What follows belongs to an exercise in optimizing a design on an open flow for small area; a production flow would make more cautious choices. RTL that was checked went through simulation tests only; none was proved equivalent to the original. No activity file was given, so power comes from the tool's default toggle rates.

Setup of job 5350:
## seqTop
module seqTop #(
	parameter logic [seqPkg::ADDR_W-1:0] START_ADDR_RESET = 16'hFFFF
) (
	input  logic              wClk_i,
	input  logic              rst_i,
	input  logic [seqPkg::ADDR_W-1:0] startAddr_i,
	input  logic              startTrig_i,
	input  logic              stopTrig_i,
	input  logic              lineTrig_i,
	input  logic              pmt_i,
	input  logic [seqPkg::DATA_W-1:0] memRdData_i,
	output logic              busy_o,
	output logic [seqPkg::ADDR_W-1:0] memAddr_o,
	output logic [seqPkg::DATA_W-1:0] memWrData_o,
	output logic              memWe_o,
	output logic [7:0]        shutter_o
);
export LEC_CHECK = 0
export CAP_MARGIN = 20
export CORE_MARGIN = 2
export CORE_UTILIZATION = 40
export SLEW_MARGIN = 20
create_clock -name core_clock -period 8.0 [get_ports {wClk_i}]
standard.sh (not shown) runs the stock make flow with config.mk's settings and CLKGATE_MAP_FILE= SYNTH_SCRIPT=/design/flow/synth_recipe.tcl, a recipe that flattens the netlist after the stock synthesis.
==> flow/flow/run.sh <==
#!/bin/bash
# Own layout flow: the standard ORFS flow (standard.sh) with
#  - Yosys's ABC mapping run with flow/area.abc instead of ORFS's speed script
#    (registers are mapped before ABC runs, so they are the standard synthesis's),
#  - sky130_fd_sc_hd__buf_1 as the port buffer,
#  - CTS without dummy loads, with clkbuf_8 below a clkbuf_16 root.
# Each step's full output is in orfs/logs/; make's output is in flow.log.
set -euo pipefail
HERE=$PWD
export MY_ABC_SCRIPT=$HERE/flow/area.abc
{
	cat <<'EOT'
proc abc {args} {
	set i [lsearch $args -script]
	if {$i >= 0} { lset args [expr {$i + 1}] $::env(MY_ABC_SCRIPT) }
	yosys abc {*}$args
}
EOT
	cat synth_recipe.tcl
} > my_synth.tcl
sed "s#SYNTH_SCRIPT=[^ ]*#SYNTH_SCRIPT=$HERE/my_synth.tcl#" standard.sh > my_standard.sh
export BUFFER_PORTS_ARGS="-buffer_cell sky130_fd_sc_hd__buf_1"
export CTS_ARGS="-sink_clustering_enable -repair_clock_nets -dont_use_dummy_load -root_buf sky130_fd_sc_hd__clkbuf_16 -buf_list sky130_fd_sc_hd__clkbuf_8"
bash my_standard.sh > flow.log 2>&1
==> flow/flow/area.abc <==
strash
&get -n
&fraig -x
&put
scorr
dc2
balance
rewrite
refactor
balance
rewrite
rewrite -z
balance
refactor -z
rewrite -z
balance
strash
&get -n
&dch -f
&nf -p -R 1000
&put
buffer -c
topo
stime -c
upsize -c
dnsize -c
### job 5350 -> job 1462
diff --git a/flow/design.v b/flow/design.v
--- a/flow/design.v
+++ b/flow/design.v
@@ -173,20 +173,20 @@
 	assign stopNow  = stopTrig_i | (take & dStop);
 	assign eRe      = take & rdOp & ~ib[23];
 	assign eWe      = take & dStore;
 	assign eOwn     = eRe | eWe;
 	assign fRe      = run & (~iv | take) & ~fdv;
 	assign fGrant   = fRe & ~eOwn;
 	assign loadWord = fdv & ~dropRd & run;
 	assign busy_o      = run;
 	assign memWe_o     = eWe;
-	assign memAddr_o   = ({16{eOwn & dUseI}} & iReg) | ({16{eOwn & ~dUseI}} & ib[15:0]) | ({16{~eOwn}} & pc);
-	assign memWrData_o = ({32{dStInd}} & {16'h0, iReg}) | ({32{~dStInd}} & wReg);
+	assign memAddr_o   = eOwn ? (dUseI ? iReg : ib[15:0]) : pc;
+	assign memWrData_o = dStInd ? {16'h0, iReg} : wReg;
 	always_ff @(posedge wClk_i)
 	begin
 		if (rst_i)
 		begin
 			run    <= 1'b0;
 			iv     <= 1'b0;
 			dropRd <= 1'b0;
 			fdv    <= 1'b0;
 			edv    <= 1'b0;
@@ -202,32 +202,34 @@
 				run <= 1'b0;
 			if (run & stopNow)
 				iv <= 1'b0;
 			else if (loadWord)
 				iv <= 1'b1;
 			else if (take)
 				iv <= 1'b0;
 		end
 	end
-	logic selStart, selJump, selInc, selKeep;
-	assign selStart = ~run;
-	assign selJump  = run & redirect;
-	assign selInc   = run & ~redirect & fGrant;
-	assign selKeep  = run & ~redirect & ~fGrant;
 	always_ff @(posedge wClk_i)
-		pc <= ({16{selStart}} & startAddr_i) | ({16{selJump}} & ib[15:0]) | ({16{selInc}} & (pc + 16'd1)) | ({16{selKeep}} & pc);
+	begin
+		if (!run)
+			pc <= startAddr_i;
+		else if (redirect)
+			pc <= ib[15:0];
+		else if (fGrant)
+			pc <= pc + 16'd1;
+	end
 	always_ff @(posedge wClk_i)
 	begin
 		if (loadWord)
 			ib <= memRdData_i;
 	end
 	logic [31:0] operand;
-	assign operand = ({32{edv}} & memRdData_i) | ({32{~edv}} & {9'h0, ib[22:0]});
+	assign operand = edv ? memRdData_i : {9'h0, ib[22:0]};
 	logic        useI, useB, inv, cin;
 	logic [31:0] aIn, bIn;
 	logic [32:0] sum;
 	logic        c16, zLo, zHi;
 	logic        cntRun;
 	assign cntRun = wb & kCnt;
 	assign useI = dAddI | dSubI | dIncI | dDecI | dCmpI;
 	assign useB = dAdd | dSub | dCmp | dAddI | dSubI | dCmpI | dAnd;
 	assign inv  = exS & (dSub | dCmp | dSubI | dCmpI | dDec | dDecI);
@@ -252,24 +254,18 @@
 	logic        selLd, selAnd, selSum, selSh, selHold;
 	logic [31:0] wNext;
 	assign selLd   = exS & dLd;
 	assign selAnd  = exS & dAnd;
 	assign selSum  = (exS & (dAdd | dSub | dInc | dDec)) | cntRun;
 	assign selSh   = exS & (dShl | dShr) & ~shBig;
 	assign selHold = exS ? ~(dLd | dClr | dCount | dAnd | dAdd | dSub | dInc | dDec | dShl | dShr) : ~cntRun;
 	assign wNext   = ({32{selLd}} & operand) | ({32{selAnd}} & aIn & bIn) | ({32{selSum}} & sum[31:0]) |
 	                 ({32{selSh}} & shRes) | ({32{selHold}} & wReg);
-	logic        selLdI, selSumI, selHoldI;
-	logic [15:0] iNext;
-	assign selLdI   = exS & dLdInd;
-	assign selSumI  = exS & (dAddI | dSubI | dIncI | dDecI);
-	assign selHoldI = ~(selLdI | selSumI);
-	assign iNext    = ({16{selLdI}} & operand[15:0]) | ({16{selSumI}} & sum[15:0]) | ({16{selHoldI}} & iReg);
 	logic [1:0] newFlag;
 	always_comb
 	begin
 		if (dCmpI)
 			newFlag = zLo ? 2'd0 : (c16 ? 2'd1 : 2'd2);
 		else
 			newFlag = (zLo & zHi) ? 2'd0 : (sum[32] ? 2'd1 : 2'd2);
 	end
 	always_ff @(posedge wClk_i)
@@ -285,21 +281,24 @@
 		end
 		else
 		begin
 			exS <= take & runsAlu;
 			if (exS)
 				wtS <= isWait;
 			else if (!wb)
 				wtS <= 1'b0;
 			wReg <= wNext;
-			iReg <= iNext;
 			if (exS)
 			begin
+				if (dLdInd)
+					iReg <= operand[15:0];
+				else if (dAddI | dSubI | dIncI | dDecI)
+					iReg <= sum[15:0];
 				if (dCmp | dCmpI)
 					cmpFlag <= newFlag;
 				if (dShut)
 					shutter_o <= operand[7:0];
 			end
 		end
 	end
 	logic cntEnd, waitStart, nz, gt4;
 	assign waitStart = exS & isWait;
--- outcome ---
- [compare] base=job 5350 new=job 1462: worst setup slack lower; final core utilization roughly the same; largest net degree at the start of global routing higher.
- Job 1462 ended with more die span in y than job 5350.
- Compared with job 5350, average wire per cell in the routed design in job 1462 decreased by a few percent.
- Cmp job 1462 vs job 5350: combinational power lower in job 1462
- Comparing job 5350 against job 1462, there is no change at all in count of boundary I/O pins.
- Length in cells of the worst reg-to-reg path in job 1462 vs job 5350: down about 3.3%
- | design area | job 1462 vs job 5350 | worse |
- Job 1462 vs job 5350 — sum of net half-perimeters after detailed placement dropped about 3%.
- In the flow results for job 5350 and job 1462, the synthesized cell area is larger on job 1462.
- Between job 5350 and job 1462, post-synthesis simple-gate area fraction is lower for job 1462, job 5350 comes in above that.
No functional check of the RTL was part of any run of this note.


## old
Another version of the RTL of seqTop (not shown whole).
Size: roughly 1400 cells after synthesis, roughly 150 flip-flops, roughly 110 I/O pins.
clock: 8.0 ns
lec_check: 0
cap_margin: 20
core_margin: 2
core_utilization: 40
slew_margin: 20
Scripts as last shown in full above: flow/flow/run.sh, flow/flow/area.abc
Here is what was changed in the inputs of new compared with old.
--- a/flow/design.v
+++ b/flow/design.v
@@ -269,68 +269,70 @@
 			shIn[k] = (dShr & wReg[31-k]) | (~dShr & wReg[k]);
 		shOut = shIn;
 		for (int l = 0; l < 5; l++)
 			shOut = ({32{operand[l]}} & (shOut << (1 << l))) | ({32{~operand[l]}} & shOut);
 		for (int k = 0; k < 32; k++)
 			shRes[k] = (dShr & shOut[31-k]) | (~dShr & shOut[k]);
 	end
 	assign shBig = |operand[31:5];
 	logic        selLd, selAnd, selSum, selSh, selHold;
 	logic [31:0] wNext;
-	assign selLd   = ~rst_i & exS & dLd;
-	assign selAnd  = ~rst_i & exS & dAnd;
-	assign selSum  = ~rst_i & ((exS & (dAdd | dSub | dInc | dDec)) | cntRun);
-	assign selSh   = ~rst_i & exS & (dShl | dShr) & ~shBig;
-	assign selHold = ~rst_i & (exS ? ~(dLd | dClr | dCount | dAnd | dAdd | dSub | dInc | dDec | dShl | dShr) : ~cntRun);
+	assign selLd   = exS & dLd;
+	assign selAnd  = exS & dAnd;
+	assign selSum  = (exS & (dAdd | dSub | dInc | dDec)) | cntRun;
+	assign selSh   = exS & (dShl | dShr) & ~shBig;
+	assign selHold = exS ? ~(dLd | dClr | dCount | dAnd | dAdd | dSub | dInc | dDec | dShl | dShr) : ~cntRun;
 	assign wNext   = ({32{selLd}} & operand) | ({32{selAnd}} & aIn & bIn) | ({32{selSum}} & sum[31:0]) |
 	                 ({32{selSh}} & shRes) | ({32{selHold}} & wReg);
 	logic        selLdI, selSumI, selHoldI;
 	logic [15:0] iNext;
-	assign selLdI   = ~rst_i & exS & dLdInd;
-	assign selSumI  = ~rst_i & exS & (dAddI | dSubI | dIncI | dDecI);
-	assign selHoldI = ~rst_i & ~(exS & (dLdInd | dAddI | dSubI | dIncI | dDecI));
+	assign selLdI   = exS & dLdInd;
+	assign selSumI  = exS & (dAddI | dSubI | dIncI | dDecI);
+	assign selHoldI = ~(selLdI | selSumI);
 	assign iNext    = ({16{selLdI}} & operand[15:0]) | ({16{selSumI}} & sum[15:0]) | ({16{selHoldI}} & iReg);
 	logic [1:0] newFlag;
 	always_comb
 	begin
 		if (dCmpI)
 			newFlag = zLo ? 2'd0 : (c16 ? 2'd1 : 2'd2);
 		else
 			newFlag = (zLo & zHi) ? 2'd0 : (sum[32] ? 2'd1 : 2'd2);
 	end
 	always_ff @(posedge wClk_i)
 	begin
 		if (rst_i)
 		begin
 			exS       <= 1'b0;
 			wtS       <= 1'b0;
+			wReg      <= 32'h0;
+			iReg      <= 16'h0;
 			cmpFlag   <= 2'd3;
+			shutter_o <= 8'h00;
 		end
 		else
 		begin
 			exS <= take & runsAlu;
 			if (exS)
 				wtS <= isWait;
 			else if (!wb)
 				wtS <= 1'b0;
-			if (exS & (dCmp | dCmpI))
-				cmpFlag <= newFlag;
+			wReg <= wNext;
+			iReg <= iNext;
+			if (exS)
+			begin
+				if (dCmp | dCmpI)
+					cmpFlag <= newFlag;
+				if (dShut)
+					shutter_o <= operand[7:0];
+			end
 		end
 	end
-	logic selShut;
-	assign selShut = exS & dShut;
-	always_ff @(posedge wClk_i)
-	begin
-		wReg      <= wNext;
-		iReg      <= iNext;
-		shutter_o <= ({8{~rst_i & selShut}} & operand[7:0]) | ({8{~rst_i & ~selShut}} & shutter_o);
-	end
 	logic cntEnd, waitStart, nz, gt4;
 	assign waitStart = exS & isWait;
 	assign nz     = |operand;
 	assign gt4    = (|operand[31:3]) | (operand[2] & (operand[1] | operand[0]));
 	assign cntEnd = (&cntN[31:3]) & (cntN[2] == kCnt) & cntN[1] & ~cntN[0];
 	always_ff @(posedge wClk_i)
 	begin
 		if (rst_i)
 			wb <= 1'b0;
 		else if (waitStart)
### Flow results
new closes out successfully: all stages finished, all timing, DRC and antenna checks passed. In new the wire length per cell after detailed routing turned out about 1.5% lower than in old. Changes observed in new relative to old: critical path depth now sits higher, mux contribution to synthesized area lower, area growth from synthesis to final layout went down, wire length lower. Re pin count of the biggest net entering global routing: old and new aren't equal, and the lower value belongs to old.
Function not checked in old: the RTL went through the layout flow alone.

-- static timing again, ports no longer ideal --
Ports are ideal in the flow. The routed layouts listed here were re-timed in OpenROAD.
Step 1: set_driving_cell puts a clkbuf_16 on wClk_i and a buf_2 on each other input, an assumption about the parent block.
Step 2 moves the port delays by t, midway between the first and last clock arrival at a register: inputs arrive t later, outputs are due t later. That takes back most of the time a late clock gives input paths.
a / b / c = no drivers / after step 1 / after step 2; a / b = the first two.
run | shift t [ns] | slack for setup (ns) | hold slack, ns | cell pins on the clock port's net
job 5350 | 0.443 | 0.368 / 0.368 / 0.332 | 0.500 / 0.500 / 0.500 | 1
job 1462 | 0.424 | 0.346 / 0.346 / 0.207 | 0.502 / 0.502 / 0.502 | 1
old | 0.431 | 0.446 / 0.478 / 0.047 | 0.456 / 0.456 / 0.456 | 1
new | 0.436 | 0.610 / 0.610 / 0.213 | 0.497 / 0.497 / 0.497 | 1
After both steps setup and hold are still met in every run listed. For old, which loses most, drivers alone change the setup slack by +0.032 ns; drivers and shift together by -0.399 ns.
